This design comes from an exercise in tuning for small area and a short achievable clock period on the open sky130 flow, not from production work.
The RTL was checked by simulation tests, not by an equivalence proof against the original design.
The clock port is modelled as an ideal driver, which makes a skipped or thinned clock tree look cheaper than it is; a real chip needs a root buffer or a tree.
Power figures rest on the tool's default switching activity, not on a simulated workload.

===== flow/flow/run.sh =====
#!/bin/bash
# Standard ORFS layout with these changes to how it is built:
#  - single-strength port buffers instead of the default delay-buffer cell
#  - each vertex input pin placed beside the output pin it is delayed to
#  - clock tree with larger sink clusters and no dummy balancing loads,
#    then its upper levels replaced by four root buffers that the clock
#    port drives (flow/clock_roots.tcl), so every register's clock passes
#    two buffers instead of three
#  - timing repair aimed past the 5 ns margin cap
set -euo pipefail
export FLOW_FLOW_DIR="$PWD/flow"
export BUFFER_PORTS_ARGS="-buffer_cell sky130_fd_sc_hd__buf_1"
export CTS_ARGS="-sink_clustering_enable -repair_clock_nets -dont_use_dummy_load -sink_clustering_size 25 -sink_clustering_max_diameter 80"
export POST_CTS_TCL="$PWD/flow/post_cts.tcl"
groups=""
for a in x y; do
  for b in $(seq 0 71); do
    groups+=" -group_pins {i_vert_${a}[${b}] o_vert_${a}[${b}]}"
  done
done
export PLACE_PINS_ARGS="$groups"
bash standard.sh SETUP_SLACK_MARGIN=5.3 finish > flow_orfs.log 2>&1

===== flow/constraint.sdc =====
create_clock -name core_clock -period 8.0 [get_ports {clk}]
set_input_delay 1.6000 -clock core_clock [delete_from_list [all_inputs] [get_ports {clk}]]
set_output_delay 1.6000 -clock core_clock [all_outputs]
set_load 0.01 [all_outputs]

===== flow/standard.sh =====
#!/bin/bash
# synth_recipe.tcl (not shown) runs the flow's synth.tcl, then flattens the netlist and writes it again
# the make line also repeats each setting of config.mk as NAME=value (left out here)
make -C /OpenROAD-flow-scripts/flow DESIGN_CONFIG=/design/flow/config.mk WORK_HOME=/design/flow/orfs CLKGATE_MAP_FILE= SYNTH_SCRIPT=/design/flow/synth_recipe.tcl "${@:-finish}"

===== flow/flow/clock_roots.tcl =====
set nroot 4
set block [ord::get_db_block]
set clknet [$block findNet clk]
set master [[ord::get_db] findMaster sky130_fd_sc_hd__clkbuf_16]

proc out_net {inst} {
  foreach it [$inst getITerms] { if {[$it isOutputSignal]} { return [$it getNet] } }
  return "NULL"
}

# Leaf buffers drive register clock pins; every other clock buffer is above them
set leaves {}
set uppers {}
foreach inst [$block getInsts] {
  if {![string match "clkbuf_*" [$inst getName]]} { continue }
  if {[string match "clkbuf_leaf_*" [$inst getName]]} {
    lappend leaves $inst
  } else {
    lappend uppers $inst
  }
}
puts "clock_roots: [llength $leaves] leaves, [llength $uppers] upper buffers"

# Split the leaves into nroot groups: halves by x, then each half by y
proc split_by {insts axis} {
  set s [lsort -real -index 1 [lmap i $insts { list $i [lindex [$i getLocation] $axis] }]]
  set h [expr {[llength $s] / 2}]
  return [list [lmap p [lrange $s 0 [expr {$h-1}]] {lindex $p 0}] [lmap p [lrange $s $h end] {lindex $p 0}]]
}
set groups {}
foreach half [split_by $leaves 0] {
  if {$nroot == 2} { lappend groups $half; continue }
  foreach q [split_by $half 1] { lappend groups $q }
}

# Remove the upper levels
foreach inst $uppers {
  set n [out_net $inst]
  odb::dbInst_destroy $inst
  if {$n != "NULL" && $n != $clknet} { odb::dbNet_destroy $n }
}

# One root per group, placed at the centre of its leaves
set k 0
foreach g $groups {
  set x 0; set y 0
  foreach l $g { set x [expr {$x + [lindex [$l getLocation] 0]}]; set y [expr {$y + [lindex [$l getLocation] 1]}] }
  set x [expr {int($x / [llength $g])}]
  set y [expr {int($y / [llength $g])}]
  set root [odb::dbInst_create $block $master "clkroot_${k}"]
  set net [odb::dbNet_create $block "clknet_root_${k}"]
  $net setSigType CLOCK
  [$root findITerm A] connect $clknet
  [$root findITerm X] connect $net
  foreach l $g {
    set a [$l findITerm A]
    $a disconnect
    $a connect $net
  }
  $root setLocation $x $y
  $root setPlacementStatus PLACED
  incr k
}
puts "clock_roots: $k root buffers"

===== flow/design.v =====
package bbox_pkg;
    typedef logic signed [24-1:0] coord_t;
    typedef enum logic [3:0] {
        MSAA_1X  = 4'b1000,   
        MSAA_4X  = 4'b0100,   
        MSAA_16X = 4'b0010,   
        MSAA_64X = 4'b0001    
    } msaa_mode_e;
endpackage
module bbox_extent (
    input  logic [3*24-1:0] i_vert,      
    input  logic [24-1:0]           i_screen,
    input  logic [24-1:0]           i_mask,
    output logic [2:0]                        o_cmp,       
    output logic [2:0]                        o_lt,        
    output logic                              o_neg,       
    output logic                              o_pos        
);
    localparam int SF = 24;
    logic signed [SF-1:0] f0, f1, f2, s;
    logic                 pos0, pos1, pos2;   
    assign f0 = i_vert[0*SF +: SF] & i_mask;
    assign f1 = i_vert[1*SF +: SF] & i_mask;
    assign f2 = i_vert[2*SF +: SF] & i_mask;
    assign s  = i_screen;
    bbox_lt u_c01 (.i_a(f1), .i_b(f0), .o_lt(o_cmp[0]));
    bbox_lt u_c02 (.i_a(f2), .i_b(f0), .o_lt(o_cmp[1]));
    bbox_lt u_c12 (.i_a(f2), .i_b(f1), .o_lt(o_cmp[2]));
    bbox_lt u_l0 (.i_a(f0), .i_b(s), .o_lt(o_lt[0]));
    bbox_lt u_l1 (.i_a(f1), .i_b(s), .o_lt(o_lt[1]));
    bbox_lt u_l2 (.i_a(f2), .i_b(s), .o_lt(o_lt[2]));
    assign pos0 = !f0[SF-1] && |f0[SF-2:0];
    assign pos1 = !f1[SF-1] && |f1[SF-2:0];
    assign pos2 = !f2[SF-1] && |f2[SF-2:0];
    assign o_neg = f0[SF-1] || f1[SF-1] || f2[SF-1];
    assign o_pos = pos0 || pos1 || pos2;
endmodule
module bbox_lt (
    input  logic [24-1:0] i_a,
    input  logic [24-1:0] i_b,
    output logic                    o_lt       
);
    localparam int SF = 24;
    localparam int LV = 5;                  
    localparam int NP = 1 << LV;
    logic [NP-1:0] lt [LV+1];
    logic [NP-1:0] gt [LV+1];
    always_comb begin
        for (int l = 0; l <= LV; l++) begin
            lt[l] = '0;
            gt[l] = '0;
        end
        for (int i = 0; i < SF; i++) begin
            if (i == SF - 1) begin
                lt[0][i] = i_a[i] & ~i_b[i];
                gt[0][i] = ~i_a[i] & i_b[i];
            end else begin
                lt[0][i] = ~i_a[i] & i_b[i];
                gt[0][i] = i_a[i] & ~i_b[i];
            end
        end
        for (int l = 1; l <= LV; l++) begin
            for (int i = 0; i < (NP >> l); i++) begin
                lt[l][i] = lt[l-1][2*i+1] | (~gt[l-1][2*i+1] & lt[l-1][2*i]);
                gt[l][i] = gt[l-1][2*i+1] | (~lt[l-1][2*i+1] & gt[l-1][2*i]);
            end
        end
    end
    assign o_lt = lt[LV][0];
endmodule
module bbox_grid_clip (
    input  logic [3*24-1:0] i_vert,
    input  logic [24-1:0]           i_screen,
    input  logic [24-1:0]           i_mask,
    input  logic [2:0]                        i_cmp,       
    input  logic [2:0]                        i_lt,        
    input  logic                              i_neg,       
    input  logic                              i_pos,       
    output logic [24-1:0]           o_lo,
    output logic [24-1:0]           o_hi,
    output logic                              o_ok         
);
    localparam int SF = 24;
    logic       c01, c02, c12;
    logic [2:0] lo, hi;
    logic [2:0] lo_sel;                     
    logic [3:0] hi_sel;                     
    assign {c12, c02, c01} = i_cmp;
    assign lo[0] = !c01 && !c02;
    assign lo[1] =  c01 && !c12;
    assign lo[2] =  c02 &&  c12;
    assign hi[0] =  c01 &&  c02;
    assign hi[1] = !c01 &&  c12;
    assign hi[2] = !c02 && !c12;
    assign lo_sel = i_neg ? 3'b000 : lo;
    assign hi_sel = (i_lt == 3'b111) ? {1'b0, hi} : 4'b1000;
    assign o_ok = (i_lt != 3'b000) && !i_screen[SF-1] && |i_screen[SF-2:0] && i_pos;
    always_comb begin
        o_lo = '0;
        o_hi = i_screen & {SF{hi_sel[3]}};
        for (int v = 0; v < 3; v++) begin
            o_lo |= i_vert[v*SF +: SF] & i_mask & {SF{lo_sel[v]}};
            o_hi |= i_vert[v*SF +: SF] & i_mask & {SF{hi_sel[v]}};
        end
    end
endmodule
module bbox_pipe #(
    parameter int WIDTH = 1,
    parameter bit RESET = 1'b0
) (
    input  logic             clk,
    input  logic             i_rst,
    input  logic             i_halt,          
    input  logic [WIDTH-1:0] i_data,
    output logic [WIDTH-1:0] o_data
);
    if (RESET) begin : g_rst
        always_ff @(posedge clk) begin
            if (i_rst)        o_data <= '0;
            else if (!i_halt) o_data <= i_data;
        end
    end else begin : g_norst
        always_ff @(posedge clk) begin
            if (!i_halt) o_data <= i_data;
        end
    end
endmodule
module bbox (
    input  logic                              clk,
    input  logic                              i_rst,
    input  logic [3*24-1:0] i_vert_x,    
    input  logic [3*24-1:0] i_vert_y,
    input  logic                              i_valid,
    input  logic [24-1:0]           i_screen_w,
    input  logic [24-1:0]           i_screen_h,
    input  logic [3:0]                        i_msaa,        
    input  logic                              i_halt,
    output logic [3*24-1:0] o_vert_x,
    output logic [3*24-1:0] o_vert_y,
    output logic [24-1:0]           o_ll_x,
    output logic [24-1:0]           o_ll_y,
    output logic [24-1:0]           o_ur_x,
    output logic [24-1:0]           o_ur_y,
    output logic                              o_valid
);
    localparam int NV = 3;
    localparam int SF = 24;
    localparam int RX = 10;
    localparam int VW = NV * SF;
    logic [2:0]    keep_in;
    always_comb begin
        case (i_msaa)
            bbox_pkg::MSAA_4X:  keep_in = 3'b100;
            bbox_pkg::MSAA_16X: keep_in = 3'b110;
            bbox_pkg::MSAA_64X: keep_in = 3'b111;
            default:            keep_in = 3'b000;
        endcase
    end
    logic [VW-1:0] s1_vx, s1_vy;
    logic [SF-1:0] s1_sw, s1_sh;
    logic [2:0]    s1_keep;
    logic          s1_valid;
    bbox_pipe #(.WIDTH(2*VW + 2*SF + 3)) u_s1 (
        .clk(clk), .i_rst(i_rst), .i_halt(i_halt),
        .i_data({i_vert_x, i_vert_y, i_screen_w, i_screen_h, keep_in}),
        .o_data({s1_vx, s1_vy, s1_sw, s1_sh, s1_keep})
    );
    bbox_pipe #(.WIDTH(1), .RESET(1'b1)) u_s1v (
        .clk(clk), .i_rst(i_rst), .i_halt(i_halt), .i_data(i_valid), .o_data(s1_valid)
    );
    logic [SF-1:0] s1_mask;
    assign s1_mask = {{(SF-RX){1'b1}}, s1_keep, {(RX-3){1'b0}}};
    logic [2:0] cmp_x, cmp_y, lt_x, lt_y;
    logic       neg_x, neg_y, pos_x, pos_y;
    bbox_extent u_ext_x (
        .i_vert(s1_vx), .i_screen(s1_sw), .i_mask(s1_mask),
        .o_cmp(cmp_x), .o_lt(lt_x), .o_neg(neg_x), .o_pos(pos_x)
    );
    bbox_extent u_ext_y (
        .i_vert(s1_vy), .i_screen(s1_sh), .i_mask(s1_mask),
        .o_cmp(cmp_y), .o_lt(lt_y), .o_neg(neg_y), .o_pos(pos_y)
    );
    logic [VW-1:0] s2_vx, s2_vy;
    logic [SF-1:0] s2_sw, s2_sh;
    logic [2:0]    s2_keep;
    logic [2:0]    s2_cmp_x, s2_cmp_y, s2_lt_x, s2_lt_y;
    logic          s2_neg_x, s2_neg_y, s2_pos_x, s2_pos_y;
    logic          s2_valid;
    bbox_pipe #(.WIDTH(2*VW + 2*SF + 3 + 16)) u_s2 (
        .clk(clk), .i_rst(i_rst), .i_halt(i_halt),
        .i_data({s1_vx, s1_vy, s1_sw, s1_sh, s1_keep, cmp_x, cmp_y, lt_x, lt_y, neg_x, neg_y, pos_x, pos_y}),
        .o_data({s2_vx, s2_vy, s2_sw, s2_sh, s2_keep, s2_cmp_x, s2_cmp_y, s2_lt_x, s2_lt_y, s2_neg_x, s2_neg_y, s2_pos_x, s2_pos_y})
    );
    bbox_pipe #(.WIDTH(1), .RESET(1'b1)) u_s2v (
        .clk(clk), .i_rst(i_rst), .i_halt(i_halt),
        .i_data(s1_valid), .o_data(s2_valid)
    );
    logic [SF-1:0] s2_mask;
    assign s2_mask = {{(SF-RX){1'b1}}, s2_keep, {(RX-3){1'b0}}};
    logic [SF-1:0] ll_x, ll_y, ur_x, ur_y;
    logic          ok_x, ok_y;
    bbox_grid_clip u_clip_x (
        .i_vert(s2_vx), .i_screen(s2_sw), .i_mask(s2_mask),
        .i_cmp(s2_cmp_x), .i_lt(s2_lt_x), .i_neg(s2_neg_x), .i_pos(s2_pos_x),
        .o_lo(ll_x), .o_hi(ur_x), .o_ok(ok_x)
    );
    bbox_grid_clip u_clip_y (
        .i_vert(s2_vy), .i_screen(s2_sh), .i_mask(s2_mask),
        .i_cmp(s2_cmp_y), .i_lt(s2_lt_y), .i_neg(s2_neg_y), .i_pos(s2_pos_y),
        .o_lo(ll_y), .o_hi(ur_y), .o_ok(ok_y)
    );
    logic [SF-RX+1:0] s3_ll_x, s3_ll_y;
    bbox_pipe #(.WIDTH(2*VW + 2*SF + 2*(SF-RX+2))) u_s3 (
        .clk(clk), .i_rst(i_rst), .i_halt(i_halt),
        .i_data({s2_vx, s2_vy, ur_x, ur_y, ll_x[SF-2:RX-3], ll_y[SF-2:RX-3]}),
        .o_data({o_vert_x, o_vert_y, o_ur_x, o_ur_y, s3_ll_x, s3_ll_y})
    );
    bbox_pipe #(.WIDTH(1), .RESET(1'b1)) u_s3v (
        .clk(clk), .i_rst(i_rst), .i_halt(i_halt),
        .i_data(s2_valid && ok_x && ok_y), .o_data(o_valid)
    );
    assign o_ll_x = {1'b0, s3_ll_x, {(RX-3){1'b0}}};
    assign o_ll_y = {1'b0, s3_ll_y, {(RX-3){1'b0}}};
endmodule

===== flow/flow/post_cts.tcl =====
# POST_CTS hook: flatten the clock tree's upper levels (clock_roots.tcl),
# then legalize and repair timing again for the new clock arrival times.
source $::env(FLOW_FLOW_DIR)/clock_roots.tcl
detailed_placement
estimate_parasitics -placement
repair_timing_helper
detailed_placement
check_placement -verbose

===== flow/config.mk =====
export PLATFORM = sky130hd
export DESIGN_NAME = bbox
export DESIGN_NICKNAME = bbox
export VERILOG_FILES = /design/flow/design.v
export SDC_FILE = /design/flow/constraint.sdc
export NUM_CORES = 4
export LEC_CHECK = 0
export CAP_MARGIN = 20
export CORE_MARGIN = 2
export CORE_UTILIZATION = 70
export SETUP_SLACK_MARGIN = 5
export SLEW_MARGIN = 20

==> flow_metrics.py, run 1 <==
metrics = {
    "status": {
        "status": "timing/DRC/antenna clean",
    },
    "synthesis": {
        "avgSynthCellArea_um2": 15.3,
        "synth_top_area_share_pct": 76.0,
        "synth-seq-area-share_pct": 76.3,
        "yosysTopAreaCell": "edfxtp_1",
        "synth_area_leaders": "edfxtp_1 76%, maj3_1 2.7%, a22oi_1 2.1%, a222oi_1 1.9%, nand2_1 1.6%",
        "synth_edf_count": 630,
        "synth_common_cells": "630 x edfxtp_1, 109 x nand2_1, 91 x inv_1, 91 x nor2_1, 80 x a21oi_1",
        "synth-seq-cells": 633,
        "synth-main-ff-cell": "edfxtp_1",
        "synth.most_common_cell": "edfxtp_1",
        "yosysWarnings": 9,
        "synthArstFlopShare_pct": 0,
        "netlist_area_um2": 24900,
        "syn_inst": 1630,
        "synth_cell_type_count": 64,
    },
    "drt": {
        "vias": 17200,
        "drtIter0Drc": 3195,
        "routedWlPerCell_um": 28.1,
        "via_per_inst": 6.81,
        "drc": 0,
        "ant_nets": 0,
        "firstDrtPassIters": 9,
        "drt_wl_total_um": 70900,
    },
    "cells_and_area": {
        "drive_above_1_share_pct": 7.67,
        "final_util_pct": 79.8,
        "num-nets-final": 2262,
        "nFillCells": 1879,
        "stdcell_count": 2524,
        "syn_to_final_growth_pct": 13.3,
    },
    "pwr": {
        "pwr-share-seq_pct": 64.7,
        "p_int_mw": 4.90,
        "ir_drop_mv": 0.216,
        "clockPowerShare_pct": 24.7,
        "p_per_area_nw_per_um2": 230,
        "leakagePower_nw": 9.71,
        "swShare_pct": 24.6,
        "p_sw_mw": 1.60,
        "pwr-share-comb_pct": 10.6,
    },
    "setup_path": {
        "cp_cell_sequence": "buf_6 > clkinv_16 > buf_16 > nand4_1 > nor3_1 > o311ai_0 > a31oi_1 > o21ai_1 > a21oi_1",
        "end_kind": "flip-flop",
        "start_kind": "input pin",
        "slowest_delay_ps": 200,
        "ff2ff_path_depth": 9,
        "crit_path_top_delay_cell": "buf_6",
        "crit_type": "in -> reg",
        "arrival_ps": 3020,
        "critical_path_required_ps": 8310,
        "critical_path.max_fanout": 20,
    },
    "floorplan": {
        "core_area_um2": 35300,
        "start_util_pct": 70.5,
        "die_y_um": 193,
        "row_count": 69,
        "dieWidth_um": 193,
        "num_io_pins": 441,
        "die_area_um2": 37100,
    },
    "timing": {
        "slew_headroom_pct": 28.6,
        "tightestPinTransition_ps": 1070,
        "rsz0062_at_grt": "true",
        "skew_ps": 59.5,
        "max_freq_mhz": 369,
        "tns_ps": 0,
        "finalMaxSlewViolations": 0,
        "setup_viol": 0,
        "timing.final.crit_share_pct": 33.9,
        "hold_violations": 0,
        "finalCriticalPeriod_ps": 2710,
    },
    "global_routing": {
        "grtUsageTotal_pct": 37.6,
        "grt-ovfl-total": 0,
        "grt_antenna_before_repair": 8,
        "grt_max_degree": 144,
        "grt_pass1_wl_um": 99900,
        "grt_pass1_vias": 15500,
    },
    "clock_network": {
        "cts.sinks": 633,
        "cts.clk_slew.worst_paths_ps": 100,
        "clock_latency_ps": 380,
    },
    "run": {
        "drv_cap": 0,
    },
    "worst_hold_path": {
        "min_path_cells": 0,
        "hold_path_class": "reg -> reg",
    },
    "placement": {
        "io_buffers": 424,
        "dp_hpwl_um": 48400,
        "finalWeightedCongestion": 0.997,
        "dp_cells": 2477,
    },
}
## area by class of cell, clock buffers not listed
type                            count  area, um^2  area share (%)
Antenna cell                        3        7.51          0.0266
Multi-Input combinational cell    832        5300            18.8
Tap cell                          461         577            2.05
Timing Repair Buffer              447        2020            7.18
Inverter                          113         450            1.60
Buffer                              4         100           0.355
Sequential cell                   633       19000            67.4
Timing Repair inverter              4        60.1           0.213
## per-layer routing
metal | vias up | part of all wire [%] | track usage (%)
met5 | - | 0.069 | 0
met4 | 8 | 3.6 | 12.2
met3 | 178 | 16 | 9.44
met2 | 1571 | 44 | 53.7
met1 | 8218 | 37 | 57.6
li1 | 7217 | - | -
## critical path, delay by kind of cell
kind / cells / cell delay, ps
and+or+nand+nor: 2 / 280
AOI/OAI and AO/OA: 4 / 570
buffers and inverters: 3 / 510
## logic make-up after synthesis
kind of cell	after synthesis	synth area share, %
flops	633	76.3
compound gates	412	11.4
simple gates	327	6.20
buf+inv	180	3.01
fa+ha+maj	73	2.96
xor+xnor	2	0.0704
mux	2	0.0805
other cells	1	0.0151
## power by group through the flow
stage	Clock, mW	Sequential (mW)	Combinational [mW]
5_1_grt	1.71	4.22	0.740
3_3_place_gp	0	4.24	0.617
2_1_floorplan	0	4.18	0.385
6_report	1.61	4.20	0.688
3_5_place_dp	0	4.25	0.630
## cells in the final DEF, fill, tap and decap left out, types with 16 or more instances in the layout
| master | netlist | routed |
|---|---|---|
| a21oi_1 | 80 | 80 |
| a222oi_1 | 46 | 46 |
| a22oi_1 | 71 | 71 |
| and2_1 | 16 | 16 |
| buf_1 | 0 | 368 |
| buf_2 | 1 | 42 |
| clkbuf_16 | 0 | 31 |
| conb_1 | 1 | 16 |
| edfxtp_1 | 630 | 630 |
| inv_1 | 91 | 91 |
| inv_2 | 22 | 21 |
| maj3_1 | 68 | 67 |
| nand2_1 | 109 | 107 |
| nor2_1 | 91 | 89 |
| nor3_1 | 21 | 17 |
| nor4_1 | 26 | 25 |
| o21ai_0 | 60 | 60 |
| o21ai_1 | 21 | 21 |
| o22ai_1 | 28 | 28 |
## state kept, by name, summed over array words and instances (netlist names)
name	count
u_s3.o_data	224
u_s1.o_data	195
u_s3v.o_data	1
u_s1v.o_data	1
u_s2v.o_data	1
u_s2.o_data	211
## stage by stage
| step | cell area [um^2] | hold slack, ps | total power [mW] | setup WS (ps) |
|---|---|---|---|---|
| after floorplan | 25000 | 400 | 4.56 | 4210 |
| after global placement | 27000 | 401 | 4.86 | 3580 |
| after detailed placement | 27000 | 405 | 4.88 | 3410 |
| after global routing | 28200 | 430 | 6.67 | 5210 |
| final | 28200 | 425 | 6.49 | 5290 |
## worst paths after layout
| path | from | endpoint | slack [ps] |
|---|---|---|---|
| hold reg to reg | u_s1.o_data[149] | u_s2.o_data[165] | 430 |
| setup reg to reg | u_s1.o_data[2] | u_s2.o_data[12] | 5340 |
| setup / recovery | i_halt | u_s3v.o_data | 5290 |
| hold / removal | u_s1.o_data[149] | u_s2.o_data[165] | 430 |
==> inputs of run 2 (changes only) <==
--- a/flow/design.v
+++ b/flow/design.v
@@ -116,8 +116,7 @@
 );
     if (RESET) begin : g_rst
         always_ff @(posedge clk) begin
-            if (i_rst)        o_data <= '0;
-            else if (!i_halt) o_data <= i_data;
+            if (i_rst || !i_halt) o_data <= i_data & {WIDTH{!i_rst}};
         end
     end else begin : g_norst
         always_ff @(posedge clk) begin
--- a/flow/flow/run.sh
+++ b/flow/flow/run.sh
@@ -19,4 +19,4 @@
   done
 done
 export PLACE_PINS_ARGS="$groups"
-bash standard.sh SETUP_SLACK_MARGIN=5.3 finish > flow_orfs.log 2>&1
+bash standard.sh SETUP_SLACK_MARGIN=5.5 finish > flow_orfs.log 2>&1
==> run 2 against run 1 <==
Compared with the run above:
- combinational power grew 8.9%
- worst setup slack better by 52 ps
- power grew 2.9%
- synthesized cell count is 0.31% higher
- worst hold slack improved by 2.7 ps
- clock power is 4% higher
- via count rose by 4.6%
- cell count rose by 0.99%
- largest cell class unchanged
- sequential share of layout area is 1.4 points lower
==> flow_metrics.py, run 2 <==
metrics = {
    "status": {
        "status": "timing/DRC/antenna clean",
    },
    "drt": {
        "vias": 18000,
        "drtIter0Drc": 3327,
        "firstDrtPassIters": 10,
        "drt_wl_total_um": 80500,
        "drc": 0,
        "routedWlPerCell_um": 31.6,
        "ant_nets": 0,
        "via_per_inst": 7.05,
    },
    "synthesis": {
        "synth-main-ff-cell": "edfxtp_1",
        "synth_top_area_share_pct": 75.8,
        "synth_cell_type_count": 70,
        "yosysTopAreaCell": "edfxtp_1",
        "synth_area_leaders": "edfxtp_1 76%, maj3_1 2.8%, a22oi_1 2.1%, inv_1 1.7%, a222oi_1 1.6%",
        "synth_xor_area_share_pct": 0.0699,
        "muxShareOfSynthArea_pct": 0,
        "synth.most_common_cell": "edfxtp_1",
        "synthArstFlopShare_pct": 0,
        "synthSimpleGateAreaFrac_pct": 6.95,
        "yosysWarnings": 9,
        "synth_compound_area_share_pct": 11.3,
        "syn_inst": 1635,
        "synth_top_family_by_area": "compound AO/OA/AOI/OAI gates",
        "synth_edf_count": 633,
        "synth-seq-area-share_pct": 75.8,
        "synth-seq-cells": 633,
        "synth_fa_ha_area_share_pct": 3.02,
        "synth_common_cells": "633 x edfxtp_1, 111 x inv_1, 106 x nand2_1",
        "netlist_area_um2": 25100,
        "avgSynthCellArea_um2": 15.3,
    },
    "placement": {
        "dp_cells": 2492,
        "io_buffers": 424,
        "postPlaceCellArea_um2": 27200,
        "dp_slack_ps": 3660,
        "finalWeightedCongestion": 1.03,
        "dp_hpwl_um": 54300,
    },
    "floorplan": {
        "dieWidth_um": 193,
        "start_util_pct": 70.8,
        "num_io_pins": 441,
        "die_y_um": 193,
        "core_area_um2": 35400,
        "die_area_um2": 37300,
        "row_count": 69,
    },
    "setup_path": {
        "end_kind": "output port",
        "critical_path_required_ps": 6400,
        "worst-path-stages": 1,
        "cp_top_family": "flip-flops",
        "arrival_ps": 1060,
        "crit_type": "reg -> out",
        "timing.rr.start": "u_s1.o_data[4]",
        "critPathBufInv": 1,
        "critical_path.max_fanout": 2,
        "ff2ff_path_depth": 6,
        "slowest_delay_ps": 510,
        "cp_cell_sequence": "clkbuf_2",
        "r2r_setup_slack_ps": 5470,
        "timing.rr.end": "u_s2.o_data[5]",
        "crit_path_top_delay_cell": "edfxtp_1",
        "start_kind": "flip-flop",
    },
    "cells_and_area": {
        "largest_reg_flops": 224,
        "syn_to_final_growth_pct": 15.0,
        "regMostFlops": "u_s3.o_data",
        "final_common_cell": "edfxtp_1",
        "mostFrequentLayoutCells": "633 x edfxtp_1, 265 x buf_1, 110 x inv_1, 106 x nand2_1, 96 x clkbuf_2",
        "nFillCells": 1770,
        "stdcell_count": 2549,
        "multi_input_area_um2": 5530,
        "post-route-cell-area_um2": 28800,
        "drive_above_1_share_pct": 12.4,
        "num-nets-final": 2287,
        "regArea_um2": 19000,
        "reg_top3": "u_s3.o_data (224), u_s2.o_data (211), u_s1.o_data (195)",
    },
    "clock_network": {
        "cts.sinks": 633,
        "cts.clk_slew.worst_paths_ps": 100,
        "clock_latency_ps": 380,
    },
    "timing": {
        "hold_violations": 0,
        "tns_ps": 0,
        "slew_headroom_pct": 50.6,
        "timing.final.crit_share_pct": 33.2,
        "max_freq_mhz": 376,
        "rsz0062_at_grt": "true",
        "finalCriticalPeriod_ps": 2660,
        "setup_viol": 0,
        "setup_slack_ps": 5340,
        "tightestPinTransition_ps": 735,
        "skew_ps": 53.5,
        "finalMaxSlewViolations": 0,
    },
    "global_routing": {
        "grtUsageTotal_pct": 42.1,
        "grt_antenna_before_repair": 5,
        "grt-ovfl-total": 0,
        "grt_pass1_vias": 16500,
        "grt_max_degree": 110,
        "grt_pass1_wl_um": 114000,
    },
    "worst_hold_path": {
        "min_path_cells": 0,
        "hold_path_class": "reg -> reg",
        "min_from": "u_s2.o_data[187]",
        "hold_end": "u_s3.o_data[200]",
    },
    "run": {
        "drv_cap": 0,
    },
    "pwr": {
        "power_mw": 6.68,
        "p_per_area_nw_per_um2": 232,
        "leakagePower_nw": 10.3,
        "ir_drop_mv": 0.325,
    },
}
## run 2: cells by family after synthesis
family | after synthesis
adders and majority gates | 75
xor gates and xnor gates | 2
and+or+nand+nor | 350
other | 1
buffers and inverters | 173
DFF | 633
AOI/OAI and AO/OA | 401
## run 2: per-layer routing
metal	vias up	part of all wire, %	GRT usage, %
met4	4	3.9	12.9
met1	8546	35	63.1
met3	238	18	13.6
met2	1882	43	60.1
met5	-	0.029	0
li1	7307	-	-
## run 2: layout make-up, clock buffers not listed
type,count,area share [%]
antenna,3,0.0260
buffer,4,0.347
inverter,112,1.47
multi-input combinational,844,19.2
sequential,633,65.9
tap,461,2.00
timing repair buffer,463,8.60
timing repair inverter,1,0.0260
## run 2: power breakdown
group,internal (mW),total [mW],switching (mW)
sequential,3.95,4.25,0.296
clock,0.722,1.68,0.960
combinational,0.287,0.749,0.462
total,4.96,6.68,1.72
## run 2: worst max-delay path by stage
stage                    startpoint                to
global placement             i_halt  u_s3.o_data[201]
floorplan                    i_halt    u_s1.o_data[0]
detailed placement           i_halt   u_s3.o_data[84]
global route        u_s3.o_data[40]         o_ur_y[8]
finish              u_s3.o_data[40]         o_ur_y[8]
## run 2: metrics by stage
stage,hold WS (ps),utilization [%]
final,428,81.4
after global routing,436,81.4
after detailed placement,405,76.9
after global placement,400,76.9
after floorplan,400,-
==> inputs of run 3 (changes only) <==
--- a/flow/flow/run.sh
+++ b/flow/flow/run.sh
@@ -19,4 +19,4 @@
   done
 done
 export PLACE_PINS_ARGS="$groups"
-bash standard.sh SETUP_SLACK_MARGIN=5.5 finish > flow_orfs.log 2>&1
+bash standard.sh SETUP_SLACK_MARGIN=5.42 finish > flow_orfs.log 2>&1
==> run 3 against run 2 <==
Compared with the run above:
- clock skew grew 2.8 ps
- still clean on timing, DRC and antenna
- clock power is essentially flat
- design area shrank 0.98%
- largest power group unchanged
- global-route usage shrank 0.43 points
- power shrank 0.41%
- highest routed layer unchanged
- synthesized cell count is the same
- first-iteration DRC count grew 15%
- sequential cell count is the same
==> flow_metrics.py, run 3 <==
metrics = {
    "synthesis": {
        "synth_edf_count": 633,
        "netlist_area_um2": 25100,
        "avgSynthCellArea_um2": 15.3,
        "synthSimpleGateAreaFrac_pct": 6.95,
        "synth_cell_type_count": 70,
        "synthArstFlopShare_pct": 0,
        "synth_common_cells": "633 x edfxtp_1, 111 x inv_1, 106 x nand2_1",
        "muxShareOfSynthArea_pct": 0,
        "synth-seq-area-share_pct": 75.8,
        "yosysTopAreaCell": "edfxtp_1",
        "synth_top_family_by_area": "compound AO/OA/AOI/OAI gates",
        "yosysWarnings": 9,
        "synth_compound_area_share_pct": 11.3,
        "synth_xor_area_share_pct": 0.0699,
        "synth_top_area_share_pct": 75.8,
        "synth-seq-cells": 633,
        "synth_area_leaders": "edfxtp_1 76%, maj3_1 2.8%, a22oi_1 2.1%, inv_1 1.7%, a222oi_1 1.6%",
        "synth.most_common_cell": "edfxtp_1",
        "synth_fa_ha_area_share_pct": 3.02,
        "synth-main-ff-cell": "edfxtp_1",
        "syn_inst": 1635,
    },
    "setup_path": {
        "arrival_ps": 1080,
        "critPathBufInv": 1,
        "timing.rr.start": "u_s1.o_data[69]",
        "cp_cell_sequence": "clkbuf_2",
        "crit_type": "reg -> out",
        "start_kind": "flip-flop",
        "r2r_setup_slack_ps": 5420,
        "cp_top_family": "flip-flops",
        "ff2ff_path_depth": 5,
        "crit_path_top_delay_cell": "edfxtp_1",
        "timing.rr.end": "u_s2.o_data[10]",
        "end_kind": "output port",
        "critical_path_required_ps": 6400,
        "slowest_delay_ps": 520,
        "critical_path.max_fanout": 2,
        "worst-path-stages": 1,
    },
    "timing": {
        "tns_ps": 0,
        "max_freq_mhz": 373,
        "tightestPinTransition_ps": 874,
        "rsz0062_at_grt": "true",
        "setup_viol": 0,
        "finalMaxSlewViolations": 0,
        "slew_headroom_pct": 40.2,
        "skew_ps": 56.3,
        "finalCriticalPeriod_ps": 2680,
        "timing.final.crit_share_pct": 33.5,
        "hold_violations": 0,
    },
    "drt": {
        "routedWlPerCell_um": 30.9,
        "firstDrtPassIters": 13,
        "via_per_inst": 7.00,
        "drt_wl_total_um": 78800,
        "drtIter0Drc": 3838,
        "drc": 0,
        "ant_nets": 0,
        "vias": 17800,
    },
    "pwr": {
        "p_per_area_nw_per_um2": 233,
        "ir_drop_mv": 0.312,
        "power_mw": 6.65,
        "leakagePower_nw": 9.91,
    },
    "worst_hold_path": {
        "hold_path_class": "reg -> reg",
        "hold_end": "u_s3.o_data[178]",
        "min_path_cells": 0,
        "min_from": "u_s2.o_data[165]",
    },
    "floorplan": {
        "row_count": 69,
        "start_util_pct": 70.8,
        "dieWidth_um": 193,
        "num_io_pins": 441,
        "die_area_um2": 37300,
        "die_y_um": 193,
        "core_area_um2": 35400,
    },
    "cells_and_area": {
        "num-nets-final": 2284,
        "syn_to_final_growth_pct": 13.9,
        "largest_reg_flops": 224,
        "regMostFlops": "u_s3.o_data",
        "drive_above_1_share_pct": 7.78,
        "mostFrequentLayoutCells": "633 x edfxtp_1, 357 x buf_1, 110 x inv_1, 106 x nand2_1, 76 x o21ai_0",
        "post-route-cell-area_um2": 28500,
        "final_common_cell": "edfxtp_1",
        "reg_top3": "u_s3.o_data (224), u_s2.o_data (211), u_s1.o_data (195)",
    },
    "placement": {
        "dp_hpwl_um": 54300,
        "io_buffers": 424,
        "postPlaceCellArea_um2": 27200,
        "finalWeightedCongestion": 1.03,
    },
    "global_routing": {
        "grt_pass1_vias": 16400,
        "grt-ovfl-total": 0,
        "grt_pass1_wl_um": 113000,
        "grtUsageTotal_pct": 41.7,
        "grt_max_degree": 110,
        "grt_antenna_before_repair": 3,
    },
    "status": {
        "status": "timing/DRC/antenna clean",
    },
    "clock_network": {
        "clock_latency_ps": 380,
        "cts.sinks": 633,
        "cts.clk_slew.worst_paths_ps": 100,
    },
    "run": {
        "drv_cap": 0,
    },
}
## run 3: cells by family (layout without fill, tap and decap cells)
group           Yosys count  in the layout
simple gates            350            350
fa+ha+maj                75             75
xor+xnor                  2              2
flops                   633            633
buf+inv                 173            605
other cells               1             21
compound gates          401            401
## run 3: through the flow
step           cells  hold slack [ps]  util (%)  setup WS, ps
2_1_floorplan   1650              400         -         -3340
3_3_place_gp    2492              400      76.9          3770
3_5_place_dp    2492              405      76.9          3660
5_1_grt         2544              434      80.6          5330
6_report        2548              422      80.7          5320
## run 3: worst max-delay path by stage
stage,startpoint,end,slack [ps]
6_report,u_s3.o_data[40],o_ur_y[8],5320
3_3_place_gp,i_halt,u_s3.o_data[201],3770
5_1_grt,u_s3.o_data[40],o_ur_y[8],5330
2_1_floorplan,i_halt,u_s1.o_data[0],-3340
3_5_place_dp,i_halt,u_s3.o_data[84],3660
## run 3: cell type report, clock buffers not listed
cell class	instances	area (um^2)
Timing Repair inverter	1	7.51
Inverter	112	424
Timing Repair Buffer	460	2220
Sequential cell	633	19000
Multi-Input combinational cell	844	5500
Fill cell	1832	6850
Buffer	4	100
Antenna cell	5	12.5
Tap cell	461	577
## run 3: power breakdown
part / total (mW) / switching, mW / internal, mW
Sequential: 4.25 / 0.293 / 3.95
Combinational: 0.722 / 0.453 / 0.270
Clock: 1.68 / 0.962 / 0.721
## run 3: layer usage
metal,track usage (%),up-vias,wire length (um)
met5,0,-,17
met4,12.0,2,2630
met3,12.3,219,14700
met2,59.3,1902,33500
met1,63.8,8416,27900
li1,-,7292,-
==> inputs of run 4 (changes only) <==
--- a/flow/flow/run.sh
+++ b/flow/flow/run.sh
@@ -19,4 +19,4 @@
   done
 done
 export PLACE_PINS_ARGS="$groups"
-bash standard.sh SETUP_SLACK_MARGIN=5.42 finish > flow_orfs.log 2>&1
+bash standard.sh SETUP_SLACK_MARGIN=5.35 finish > flow_orfs.log 2>&1
==> run 4 against run 3 <==
Compared with the run above:
- die area stayed put
- critical endpoint unchanged
- first-iteration DRC count is 5.0% lower
- largest power group unchanged
- global-route usage is 0.12 points lower
- combinational power is essentially flat
- design area unchanged
- register-to-register slack better by 20 ps
- routed wire length rose by 0.44%
- still clean on timing, DRC and antenna
- synthesized area is the same
- synthesized cell count unchanged
==> flow_metrics.py, run 4 <==
metrics = {
    "timing": {
        "timing.final.crit_share_pct": 33.2,
        "finalCriticalPeriod_ps": 2660,
        "setup_viol": 0,
        "slew_headroom_pct": 42.9,
        "setup_slack_ps": 5340,
        "max_freq_mhz": 376,
        "finalMaxSlewViolations": 0,
        "skew_ps": 55.6,
        "tightestPinTransition_ps": 835,
        "hold_violations": 0,
        "rsz0062_at_grt": "true",
    },
    "cells_and_area": {
        "num-nets-final": 2283,
        "syn_to_final_growth_pct": 13.9,
        "regMostFlops": "u_s3.o_data",
        "regArea_um2": 19000,
        "final_common_cell": "edfxtp_1",
        "largest_reg_flops": 224,
        "final_util_pct": 80.7,
        "mostFrequentLayoutCells": "633 x edfxtp_1, 363 x buf_1, 110 x inv_1, 106 x nand2_1, 77 x o21ai_0",
        "multi_input_area_um2": 5480,
        "nFillCells": 1821,
        "drive_above_1_share_pct": 7.40,
        "reg_top3": "u_s3.o_data (224), u_s2.o_data (211), u_s1.o_data (195)",
    },
    "pwr": {
        "p_sw_mw": 1.71,
        "p_int_mw": 4.94,
        "pwr-share-seq_pct": 63.9,
        "swShare_pct": 25.7,
        "pwr-share-comb_pct": 10.9,
        "leakagePower_nw": 9.91,
        "clockPowerShare_pct": 25.3,
        "p_per_area_nw_per_um2": 233,
        "ir_drop_mv": 0.342,
    },
    "run": {
        "drv_cap": 0,
    },
    "drt": {
        "vias": 17900,
        "ant_nets": 0,
        "drc": 0,
        "via_per_inst": 7.02,
        "dr.max_layer_used": "met5",
        "drtIter0Drc": 3646,
        "drt_wl_total_um": 79100,
        "firstDrtPassIters": 13,
        "drt-met1-wl_um": 28000,
        "wl_met2_um": 33100,
        "routedWlPerCell_um": 31.1,
        "wl_met3_um": 14600,
    },
    "setup_path": {
        "cp_top_family": "flip-flops",
        "crit_path_top_delay_cell": "edfxtp_1",
        "end_kind": "output port",
        "critical_path.max_fanout": 2,
        "start_kind": "flip-flop",
        "crit_type": "reg -> out",
        "critPathBufInv": 1,
        "timing.rr.start": "u_s1.o_data[159]",
        "crit_start": "u_s3.o_data[40]",
        "critical_path_required_ps": 6400,
        "slowest_delay_ps": 510,
        "cp_cell_sequence": "clkbuf_2",
        "arrival_ps": 1060,
    },
    "synthesis": {
        "syn_inst": 1635,
        "synth-main-ff-cell": "edfxtp_1",
        "netlist_area_um2": 25100,
        "yosysTopAreaCell": "edfxtp_1",
        "synth_edf_count": 633,
        "avgSynthCellArea_um2": 15.3,
        "synth-seq-area-share_pct": 75.8,
        "synth_common_cells": "633 x edfxtp_1, 111 x inv_1, 106 x nand2_1",
        "yosysWarnings": 9,
        "synthArstFlopShare_pct": 0,
        "synth_cell_type_count": 70,
        "synth-seq-cells": 633,
        "synth.most_common_cell": "edfxtp_1",
        "synth_area_leaders": "edfxtp_1 76%, maj3_1 2.8%, a22oi_1 2.1%, inv_1 1.7%, a222oi_1 1.6%",
        "synth_top_area_share_pct": 75.8,
    },
    "global_routing": {
        "grt_max_degree": 110,
        "grt-ovfl-total": 0,
        "grt_antenna_before_repair": 7,
        "grt_pass1_vias": 16300,
        "grt_pass1_wl_um": 112000,
        "grtUsageTotal_pct": 41.6,
    },
    "floorplan": {
        "die_area_um2": 37300,
        "start_util_pct": 70.8,
        "row_count": 69,
        "num_io_pins": 441,
        "core_area_um2": 35400,
        "die_y_um": 193,
        "dieWidth_um": 193,
    },
    "clock_network": {
        "cts.sinks": 633,
        "cts.clk_slew.worst_paths_ps": 110,
        "clock_latency_ps": 380,
    },
    "placement": {
        "finalWeightedCongestion": 1.03,
        "dp_hpwl_um": 54300,
        "io_buffers": 424,
        "dp_slack_ps": 3660,
    },
    "worst_hold_path": {
        "hold_path_class": "reg -> reg",
        "min_from": "u_s1.o_data[100]",
    },
    "status": {
        "status": "timing/DRC/antenna clean",
    },
}
==> run 4: area by class of cell, clock buffers not listed <==
cell class,instances,share of cell area (%)
diodes,5,0.0438
well taps,461,2.02
flip-flops and latches,633,66.6
repair buffers,459,7.85
inverters,112,1.49
repair inverters,1,0.0175
multi-input cells,844,19.2
plain buffers,4,0.351
==> run 4: per-layer routing <==
layer  track usage (%)  up-vias
li1                  -     7278
met2              58.4     1856
met5                 0        -
met1              64.0     8502
met3              12.3      228
met4              12.5        4
==> run 4: worst paths after layout <==
check	to	slack, ps	cells past startpoint
hold reg to reg	u_s2.o_data[116]	420	0
setup / recovery	o_ur_y[8]	5340	1
hold / removal	u_s2.o_data[116]	420	0
setup reg to reg	u_s2.o_data[15]	5440	6
==> run 4: stage by stage <==
stage / hold slack, ps / instance area (um^2) / std cells / power (mW) / TNS [ps]
after floorplan: 400 / 25100 / 1650 / 4.62 / -2104210
after global placement: 400 / 27200 / 2492 / 4.90 / 0
after detailed placement: 405 / 27200 / 2492 / 4.93 / 0
after global routing: 430 / 28500 / 2544 / 6.79 / 0
final: 423 / 28500 / 2547 / 6.65 / 0
==> run 4: logic make-up after synthesis <==
family	synth area share, %
DFF	75.8
adders and majority gates	3.02
other	0.0150
and+or+nand+nor	6.95
xor gates and xnor gates	0.0699
buffers and inverters	2.85
AOI/OAI and AO/OA	11.3
==> run 4: power by group through the flow <==
stage	registers [mW]	clock network [mW]	logic (mW)
2_1_floorplan	4.24	0	0.387
3_3_place_gp	4.27	0	0.625
3_5_place_dp	4.29	0	0.643
5_1_grt	4.26	1.77	0.768
6_report	4.25	1.68	0.722
==> inputs of run 5 (changes only) <==
--- a/flow/config.mk
+++ b/flow/config.mk
@@ -5,8 +5,8 @@
 export SDC_FILE = /design/flow/constraint.sdc
 export NUM_CORES = 4
 export LEC_CHECK = 0
-export CAP_MARGIN = 20
+export CAP_MARGIN = 0
 export CORE_MARGIN = 2
 export CORE_UTILIZATION = 70
 export SETUP_SLACK_MARGIN = 5
-export SLEW_MARGIN = 20
+export SLEW_MARGIN = 0
==> run 5 against run 4 <==
Compared with the run above:
- still clean on timing, DRC and antenna
- worst setup slack worse by 0.74 ps
- combinational power decreased by 0.6%
- sequential share of layout area rose by 0.20 points
- first-iteration DRC count grew 0.55%
- power fell by 0.18%
- routed wire length about the same
- critical path depth rose by 3
- worst hold slack got worse by 2.4 ps
- design area down 0.31%
- largest power group unchanged
==> flow_metrics.py, run 5 <==
metrics = {
    "synthesis": {
        "synthArstFlopShare_pct": 0,
        "synth_area_leaders": "edfxtp_1 76%, maj3_1 2.8%, a22oi_1 2.1%, inv_1 1.7%, a222oi_1 1.6%",
        "synth_cell_type_count": 70,
        "avgSynthCellArea_um2": 15.3,
        "synth.most_common_cell": "edfxtp_1",
        "yosysTopAreaCell": "edfxtp_1",
        "synth-seq-cells": 633,
        "synth_top_area_share_pct": 75.8,
        "yosysWarnings": 9,
        "synth_edf_count": 633,
        "synth_common_cells": "633 x edfxtp_1, 111 x inv_1, 106 x nand2_1",
        "synth-main-ff-cell": "edfxtp_1",
        "netlist_area_um2": 25100,
        "synth-seq-area-share_pct": 75.8,
        "syn_inst": 1635,
    },
    "floorplan": {
        "row_count": 69,
        "core_area_um2": 35400,
        "die_area_um2": 37300,
        "die_y_um": 193,
        "num_io_pins": 441,
        "dieWidth_um": 193,
        "start_util_pct": 70.8,
    },
    "cells_and_area": {
        "drive_above_1_share_pct": 6.98,
        "reg_top3": "u_s3.o_data (224), u_s2.o_data (211), u_s1.o_data (195)",
        "final_util_pct": 80.4,
        "largest_reg_flops": 224,
        "mostFrequentLayoutCells": "633 x edfxtp_1, 365 x buf_1, 110 x inv_1, 106 x nand2_1, 77 x o21ai_0",
        "post-route-cell-area_um2": 28500,
        "final_common_cell": "edfxtp_1",
        "num-nets-final": 2279,
        "syn_to_final_growth_pct": 13.5,
        "stdcell_count": 2541,
        "regMostFlops": "u_s3.o_data",
    },
    "pwr": {
        "ir_drop_mv": 0.292,
        "leakagePower_nw": 9.87,
        "power_mw": 6.64,
        "p_per_area_nw_per_um2": 233,
    },
    "placement": {
        "dp_hpwl_um": 54300,
        "dp_cells": 2492,
        "finalWeightedCongestion": 1.03,
        "postPlaceCellArea_um2": 27200,
        "dp_slack_ps": 3650,
        "io_buffers": 424,
    },
    "timing": {
        "setup_viol": 0,
        "finalMaxSlewViolations": 0,
        "slew_headroom_pct": 42.7,
        "max_freq_mhz": 376,
        "setup_slack_ps": 5340,
        "hold_violations": 0,
        "whs_ps": 421,
        "rsz0062_at_grt": "true",
        "skew_ps": 57.2,
        "finalCriticalPeriod_ps": 2660,
        "tightestPinTransition_ps": 857,
        "tns_ps": 0,
        "timing.final.crit_share_pct": 33.3,
    },
    "setup_path": {
        "worst-path-stages": 4,
        "crit_type": "in -> reg",
        "critPathBufInv": 4,
        "end_kind": "flip-flop",
        "cp_top_family": "buffers and inverters",
        "crit_start": "i_halt",
        "timing.rr.end": "u_s2.o_data[6]",
        "ff2ff_path_depth": 6,
        "critical_path_required_ps": 8110,
        "arrival_ps": 2770,
        "crit_path_top_delay_cell": "bufbuf_16",
        "r2r_setup_slack_ps": 5380,
        "cp_cell_sequence": "buf_1 > clkinvlp_4 > buf_16 > bufbuf_16",
        "start_kind": "input pin",
        "slowest_delay_ps": 370,
        "crit_end": "u_s2.o_data[57]",
        "timing.rr.start": "u_s1.o_data[5]",
        "critical_path.max_fanout": 43,
    },
    "worst_hold_path": {
        "hold_path_class": "reg -> reg",
        "min_from": "u_s2.o_data[97]",
    },
    "clock_network": {
        "cts.clk_slew.worst_paths_ps": 110,
        "cts.sinks": 633,
        "clock_latency_ps": 370,
    },
    "global_routing": {
        "grt_pass1_vias": 16300,
        "grtUsageTotal_pct": 41.9,
        "grt_antenna_before_repair": 4,
        "grt_pass1_wl_um": 113000,
        "grt_max_degree": 110,
        "grt-ovfl-total": 0,
    },
    "drt": {
        "via_per_inst": 7.08,
        "firstDrtPassIters": 9,
        "drc": 0,
        "drtIter0Drc": 3666,
        "drt_wl_total_um": 79100,
        "vias": 18000,
        "ant_nets": 0,
        "routedWlPerCell_um": 31.1,
    },
    "run": {
        "drv_cap": 0,
    },
    "status": {
        "status": "timing/DRC/antenna clean",
    },
}
## run 5: how the worst min path moves through the flow
stage	to	slack, ps	depth (start not counted)
finish	u_s3.o_data[110]	420	0
global route	u_s3.o_data[84]	440	0
detailed placement	u_s2.o_data[118]	400	0
global placement	u_s3.o_data[108]	400	0
floorplan	u_s2.o_data[115]	400	0
## run 5: power breakdown
part	total, mW	internal (mW)	switching, mW
clock	1.67	0.721	0.954
sequential	4.25	3.95	0.291
combinational	0.718	0.265	0.453
total	6.64	4.94	1.70
## run 5: layer usage
| metal | global-route usage, % | vias to the layer above | routed length [um] |
|---|---|---|---|
| li1 | - | 7276 | - |
| met1 | 64.3 | 8554 | 28200 |
| met2 | 58.9 | 1934 | 33400 |
| met3 | 12.7 | 231 | 14400 |
| met4 | 12.5 | 2 | 3130 |
| met5 | 0 | - | 13 |
## run 5: final cells by class, clock buffers not listed
type	count	area, um^2
antenna	3	7.51
buffer	4	100
fill	1845	6940
inverter	112	424
multi-input combinational	844	5460
sequential	633	19000
tap	461	577
timing repair buffer	455	2170
timing repair inverter	1	7.51
## run 5: cell families (layout without fill, tap and decap cells)
| kind of cell | count (synthesis) | count (layout) | synth area share, % |
|---|---|---|---|
| AND/OR/NAND/NOR | 350 | 350 | 6.95 |
| XOR/XNOR | 2 | 2 | 0.0699 |
| flip-flops | 633 | 633 | 75.8 |
| AO/OA/AOI/OAI | 401 | 401 | 11.3 |
| adder cells (fa/ha/maj) | 75 | 75 | 3.02 |
| buffers and inverters | 173 | 600 | 2.85 |
| other | 1 | 19 | 0.0150 |
==> inputs of run 6 (changes only) <==
==> flow/flow/run.sh (replaced) <==
#!/bin/bash
# Standard ORFS layout with these changes to how it is built:
#  - single-strength port buffers instead of the default delay-buffer cell
#  - the pins of each coordinate bit (the three vertices' input and output,
#    the screen size input and the box corner outputs) placed together
#  - clock tree with larger sink clusters and no dummy balancing loads,
#    then its upper levels replaced by four root buffers that the clock
#    port drives (flow/clock_roots.tcl), so every register's clock passes
#    two buffers instead of three
#  - timing repair aimed past the 5 ns margin cap
set -euo pipefail
export FLOW_FLOW_DIR="$PWD/flow"
export BUFFER_PORTS_ARGS="-buffer_cell sky130_fd_sc_hd__buf_1"
export CTS_ARGS="-sink_clustering_enable -repair_clock_nets -dont_use_dummy_load -sink_clustering_size 25 -sink_clustering_max_diameter 80"
export POST_CTS_TCL="$PWD/flow/post_cts.tcl"
groups=""
for a in x:w y:h; do
  ax=${a%:*}; sc=${a#*:}
  for b in $(seq 0 23); do
    g="i_screen_${sc}[${b}] o_ur_${ax}[${b}] o_ll_${ax}[${b}]"
    for v in 0 1 2; do
      k=$((24 * v + b))
      g+=" i_vert_${ax}[${k}] o_vert_${ax}[${k}]"
    done
    groups+=" -group_pins {${g}}"
  done
done
export PLACE_PINS_ARGS="$groups"
bash standard.sh SETUP_SLACK_MARGIN=5.35 finish > flow_orfs.log 2>&1
--- a/flow/config.mk
+++ b/flow/config.mk
@@ -5,8 +5,8 @@
 export SDC_FILE = /design/flow/constraint.sdc
 export NUM_CORES = 4
 export LEC_CHECK = 0
-export CAP_MARGIN = 0
+export CAP_MARGIN = 20
 export CORE_MARGIN = 2
 export CORE_UTILIZATION = 70
 export SETUP_SLACK_MARGIN = 5
-export SLEW_MARGIN = 0
+export SLEW_MARGIN = 20
==> run 6 against run 5 <==
Compared with the run above:
- still clean on timing, DRC and antenna
- worst hold slack better by 2.3 ps
- global-route usage is 3.5 points lower
- register-to-register slack better by 30 ps
- first-iteration DRC count is 25% lower
- power is 1.6% lower
- sequential share of layout area is 0.15 points higher
- cell count is 0.20% higher
- worst setup slack worse by 64 ps
- largest cell class unchanged
- largest power group unchanged
==> flow_metrics.py, run 6 <==
metrics = {
    "status": {
        "status": "timing/DRC/antenna clean",
    },
    "cells_and_area": {
        "drive_above_1_share_pct": 6.98,
        "multi_input_area_um2": 5500,
        "num-nets-final": 2279,
        "syn_to_final_growth_pct": 13.2,
        "largest_reg_flops": 224,
        "regArea_um2": 19000,
        "final_util_pct": 80.2,
        "stdcell_count": 2546,
        "reg_top3": "u_s3.o_data (224), u_s2.o_data (211), u_s1.o_data (195)",
        "nFillCells": 1895,
        "final_common_cell": "edfxtp_1",
        "regMostFlops": "u_s3.o_data",
        "mostFrequentLayoutCells": "633 x edfxtp_1, 368 x buf_1, 110 x inv_1, 106 x nand2_1, 77 x o21ai_0",
    },
    "drt": {
        "drt_wl_total_um": 72700,
        "drtIter0Drc": 2739,
        "ant_nets": 0,
        "via_per_inst": 6.82,
        "firstDrtPassIters": 8,
        "drc": 0,
        "routedWlPerCell_um": 28.6,
        "vias": 17400,
    },
    "clock_network": {
        "cts.clk_slew.worst_paths_ps": 90,
        "cts.sinks": 633,
        "clock_latency_ps": 370,
    },
    "placement": {
        "dp_slack_ps": 3340,
        "io_buffers": 424,
        "finalWeightedCongestion": 1.00,
        "dp_hpwl_um": 49300,
        "dp_cells": 2487,
    },
    "synthesis": {
        "avgSynthCellArea_um2": 15.3,
        "synth_edf_count": 633,
        "synth_xor_area_share_pct": 0.0699,
        "synth_area_leaders": "edfxtp_1 76%, maj3_1 2.8%, a22oi_1 2.1%, inv_1 1.7%, a222oi_1 1.6%",
        "synth-seq-area-share_pct": 75.8,
        "synth_top_area_share_pct": 75.8,
        "yosysWarnings": 9,
        "yosysTopAreaCell": "edfxtp_1",
        "synth_top_family_by_area": "compound AO/OA/AOI/OAI gates",
        "synth_cell_type_count": 70,
        "synth_compound_area_share_pct": 11.3,
        "synthSimpleGateAreaFrac_pct": 6.95,
        "synth.most_common_cell": "edfxtp_1",
        "synth_common_cells": "633 x edfxtp_1, 111 x inv_1, 106 x nand2_1",
        "synth_fa_ha_area_share_pct": 3.02,
        "syn_inst": 1635,
        "synth-main-ff-cell": "edfxtp_1",
        "muxShareOfSynthArea_pct": 0,
        "synth-seq-cells": 633,
        "netlist_area_um2": 25100,
        "synthArstFlopShare_pct": 0,
    },
    "floorplan": {
        "die_y_um": 193,
        "core_area_um2": 35400,
        "num_io_pins": 441,
        "start_util_pct": 70.8,
        "dieWidth_um": 193,
        "row_count": 69,
        "die_area_um2": 37300,
    },
    "worst_hold_path": {
        "hold_path_class": "reg -> reg",
    },
    "setup_path": {
        "start_kind": "input pin",
        "end_kind": "flip-flop",
        "crit_type": "in -> reg",
        "cp_top_family": "buffers and inverters",
        "critical_path_required_ps": 8010,
        "slowest_delay_ps": 390,
        "cp_cell_sequence": "buf_2 > clkinvlp_4 > buf_4 > buf_16",
        "crit_path_top_delay_cell": "buf_16",
        "arrival_ps": 2730,
        "critPathBufInv": 4,
        "critical_path.max_fanout": 92,
    },
    "global_routing": {
        "grt-ovfl-total": 0,
        "grt_max_degree": 101,
        "grt_pass1_wl_um": 105000,
        "grt_antenna_before_repair": 10,
        "grt_pass1_vias": 16000,
        "grtUsageTotal_pct": 38.4,
    },
    "timing": {
        "finalCriticalPeriod_ps": 2720,
        "setup_viol": 0,
        "slew_headroom_pct": 21.7,
        "timing.final.crit_share_pct": 34.1,
        "max_freq_mhz": 367,
        "skew_ps": 42.2,
        "setup_slack_ps": 5280,
        "hold_violations": 0,
        "finalMaxSlewViolations": 0,
        "tightestPinTransition_ps": 1170,
        "tns_ps": 0,
        "rsz0062_at_grt": "true",
    },
    "pwr": {
        "power_mw": 6.53,
        "p_per_area_nw_per_um2": 230,
        "leakagePower_nw": 9.81,
        "ir_drop_mv": 0.222,
    },
    "run": {
        "drv_cap": 0,
    },
}
-- run 6: cell counts after synthesis --
Identical to the previous run, type by type.
-- run 6: cells by family after synthesis --
| kind of cell | count (synthesis) |
|---|---|
| buffers and inverters | 173 |
| AND/OR/NAND/NOR | 350 |
| adder cells (fa/ha/maj) | 75 |
| XOR/XNOR | 2 |
| other | 1 |
| AO/OA/AOI/OAI | 401 |
| flip-flops | 633 |
-- run 6: final cells by class, clock buffers not listed --
| cell class | count | area share, % |
|---|---|---|
| diodes | 8 | 0.0705 |
| plain buffers | 4 | 0.353 |
| inverters | 112 | 1.49 |
| multi-input cells | 844 | 19.4 |
| flip-flops and latches | 633 | 66.9 |
| well taps | 461 | 2.03 |
| repair buffers | 455 | 7.33 |
| repair inverters | 2 | 0.0441 |
-- run 6: worst paths after layout --
check	from	slack, ps	endpoint	depth (start not counted)
max	i_halt	5280	u_s1.o_data[153]	4
min	u_s2.o_data[67]	420	u_s3.o_data[80]	0
max reg2reg	u_s1.o_data[5]	5410	u_s2.o_data[5]	6
min reg2reg	u_s2.o_data[67]	420	u_s3.o_data[80]	0
-- run 6: worst reg2reg max path: cells and delay by family, from the launching register on --
kind / cells / cell delay (ps)
simple gates: 4 / 1250
flops: 1 / 450
fa+ha+maj: 1 / 320
compound gates: 1 / 310
-- run 6: power breakdown --
group / internal, mW / switching (mW)
registers: 3.95 / 0.258
clock network: 0.699 / 0.923
logic: 0.260 / 0.437
-- run 6: layer usage --
metal  wire [um]  GRT usage (%)  part of all wire, %  vias to the layer above
met4        2600           14.0                  3.6                        6
met1       26200           56.0                   36                     8285
met5          41              0                0.056                        -
met3       10700           9.24                   15                      179
met2       33200           57.6                   46                     1593
li1            -              -                    -                     7289
-- run 6: metrics by stage --
stage	area [um^2]	hold slack [ps]
after global placement	27200	400
after global routing	28400	431
final	28400	423
after floorplan	25100	400
after detailed placement	27200	405
==> inputs of run 7 (changes only) <==
--- a/flow/flow/run.sh
+++ b/flow/flow/run.sh
@@ -26,4 +26,4 @@
   done
 done
 export PLACE_PINS_ARGS="$groups"
-bash standard.sh SETUP_SLACK_MARGIN=5.35 finish > flow_orfs.log 2>&1
+bash standard.sh SETUP_SLACK_MARGIN=5.5 finish > flow_orfs.log 2>&1
==> run 7 against run 6 <==
Compared with the run above:
- largest power group unchanged
- sequential cell count stayed put
- still clean on timing, DRC and antenna
- via count is 6.1% higher
- worst hold slack worse by 14 ps
- routed wire length is 13% higher
- first-iteration DRC count is 36% higher
- critical path type is now reg -> out
- critical path depth is 3 lower
- global-route usage is 3.5 points higher
- cell count is 1.5% higher
- design area is 3.5% higher
- power is 2.6% higher
==> flow_metrics.py, run 7 <==
metrics = {
    "synthesis": {
        "synth_top_area_share_pct": 75.8,
        "synth.most_common_cell": "edfxtp_1",
        "yosysTopAreaCell": "edfxtp_1",
        "synth_common_cells": "633 x edfxtp_1, 111 x inv_1, 106 x nand2_1",
        "synth-seq-area-share_pct": 75.8,
        "synth-main-ff-cell": "edfxtp_1",
        "synthArstFlopShare_pct": 0,
        "yosysWarnings": 9,
        "synth_cell_type_count": 70,
        "avgSynthCellArea_um2": 15.3,
        "netlist_area_um2": 25100,
        "synth_edf_count": 633,
        "synth_area_leaders": "edfxtp_1 76%, maj3_1 2.8%, a22oi_1 2.1%, inv_1 1.7%, a222oi_1 1.6%",
        "synth-seq-cells": 633,
        "syn_inst": 1635,
    },
    "pwr": {
        "p_per_area_nw_per_um2": 228,
        "power_mw": 6.70,
        "ir_drop_mv": 0.288,
        "leakagePower_nw": 10.6,
    },
    "timing": {
        "setup_viol": 0,
        "skew_ps": 36.1,
        "finalCriticalPeriod_ps": 2650,
        "hold_violations": 0,
        "max_freq_mhz": 377,
        "tightestPinTransition_ps": 1280,
        "finalMaxSlewViolations": 0,
        "rsz0062_at_grt": "true",
        "tns_ps": 0,
        "timing.final.crit_share_pct": 33.1,
        "slew_headroom_pct": 14.4,
    },
    "setup_path": {
        "start_kind": "flip-flop",
        "critPathBufInv": 1,
        "end_kind": "output port",
        "crit_start": "u_s3v.o_data",
        "cp_top_family": "flip-flops",
        "ff2ff_path_depth": 7,
        "worst-path-stages": 1,
        "timing.rr.start": "u_s1.o_data[3]",
        "slowest_delay_ps": 500,
        "crit_type": "reg -> out",
        "critical_path.max_fanout": 1,
        "critical_path_required_ps": 6400,
        "crit_path_top_delay_cell": "edfxtp_1",
        "arrival_ps": 1050,
        "cp_cell_sequence": "clkbuf_2",
    },
    "floorplan": {
        "die_y_um": 193,
        "die_area_um2": 37300,
        "core_area_um2": 35400,
        "num_io_pins": 441,
        "dieWidth_um": 193,
        "start_util_pct": 70.8,
        "row_count": 69,
    },
    "drt": {
        "drtIter0Drc": 3719,
        "via_per_inst": 7.12,
        "routedWlPerCell_um": 31.8,
        "ant_nets": 0,
        "firstDrtPassIters": 9,
        "drc": 0,
        "drt_wl_total_um": 82200,
        "vias": 18400,
    },
    "placement": {
        "dp_cells": 2487,
        "io_buffers": 424,
        "finalWeightedCongestion": 1.00,
        "dp_hpwl_um": 49300,
    },
    "global_routing": {
        "grt_pass1_vias": 16800,
        "grtUsageTotal_pct": 41.9,
        "grt-ovfl-total": 0,
        "grt_pass1_wl_um": 114000,
        "grt_antenna_before_repair": 9,
        "grt_max_degree": 101,
    },
    "clock_network": {
        "cts.sinks": 633,
        "cts.clk_slew.worst_paths_ps": 120,
        "clock_latency_ps": 360,
    },
    "cells_and_area": {
        "mostFrequentLayoutCells": "633 x edfxtp_1, 255 x buf_1, 110 x inv_1, 109 x clkbuf_2, 106 x nand2_1",
        "syn_to_final_growth_pct": 17.2,
        "stdcell_count": 2585,
        "reg_top3": "u_s3.o_data (224), u_s2.o_data (211), u_s1.o_data (195)",
        "largest_reg_flops": 224,
        "regMostFlops": "u_s3.o_data",
        "num-nets-final": 2316,
        "final_common_cell": "edfxtp_1",
        "drive_above_1_share_pct": 14.5,
    },
    "worst_hold_path": {
        "min_from": "u_s2.o_data[192]",
        "hold_path_class": "reg -> reg",
        "min_path_cells": 0,
    },
    "run": {
        "drv_cap": 0,
    },
    "status": {
        "status": "timing/DRC/antenna clean",
    },
}
[run 7: layout make-up, clock buffers not listed]
type	count	area [um^2]
multi-input combinational	844	5590
fill	1728	6000
inverter	112	424
timing repair inverter	2	12.5
buffer	4	100
timing repair buffer	492	2980
sequential	633	19000
tap	461	577
antenna	10	25.0
[run 7: kinds of logic (layout without fill, tap and decap cells)]
logic type | count (synthesis) | after routing | share of synthesized area (%)
simple gates | 350 | 350 | 6.95
fa+ha+maj | 75 | 75 | 3.02
flops | 633 | 633 | 75.8
other cells | 1 | 26 | 0.0150
buf+inv | 173 | 637 | 2.85
xor+xnor | 2 | 2 | 0.0699
compound gates | 401 | 401 | 11.3
[run 7: final timing paths]
kind / end / slack, ps
setup / recovery: o_valid / 5350
hold / removal: u_s3.o_data[205] / 410
setup reg to reg: u_s2.o_data[4] / 5440
hold reg to reg: u_s3.o_data[205] / 410
[run 7: report_power, final]
part	internal [mW]	switching (mW)	leakage, nW	total [mW]
Sequential	3.95	0.274	6.21	4.23
Combinational	0.314	0.481	3.96	0.795
Clock	0.701	0.974	0.382	1.67
Total	4.97	1.73	10.6	6.70
[run 7: metal layers]
layer	vias to the layer above	routed length, um	track usage, %
met5	-	13	0
met1	8625	28000	60.6
met2	2079	36900	63.6
li1	7376	-	-
met4	2	4120	14.0
met3	333	13100	10.8
[run 7: metrics by stage]
| stage | worst slack, ps | instance area, um^2 | utilization (%) | hold WS, ps |
|---|---|---|---|---|
| 2_1_floorplan | -3340 | 25100 | - | 400 |
| 3_3_place_gp | 3430 | 27200 | 76.8 | 400 |
| 3_5_place_dp | 3340 | 27200 | 76.8 | 405 |
| 5_1_grt | 5360 | 29400 | 83.0 | 410 |
| 6_report | 5350 | 29400 | 83.0 | 409 |

-- afterwards: timing with drivers on the ports --
How much do the figures lean on ideal ports? The routed layouts below were timed once more, with nothing changed but the port constraints.
Step 1 sets driving cells, clkbuf_16 on the clock port and buf_2 on the other inputs (assumed; they add their load-dependent delay and slew).
Step 2, shift: input delay + t, output delay - t, t = (earliest + latest rising clock arrival at the registers) / 2. This alone moves slack from input paths to output paths.
Slacks: no drivers / after step 1 / after step 2; pairs: no drivers / after step 1.
run	t, ns	slack for setup (ns)	pins driven straight from the clock port
run 1	0.465	5.291 / 5.233 / 4.908	4
run 2	0.472	5.343 / 5.225 / 5.124	4
run 3	0.469	5.316 / 5.200 / 5.067	4
run 4	0.464	5.340 / 5.231 / 4.972	4
run 5	0.470	5.339 / 5.224 / 4.933	4
run 6	0.467	5.275 / 5.246 / 4.904	4
run 7	0.477	5.349 / 5.229 / 5.137	4
After both steps every run listed still meets setup and hold. The setup slack of run 5, which loses most, moves by -0.115 ns with the drivers and by -0.406 ns with both steps.
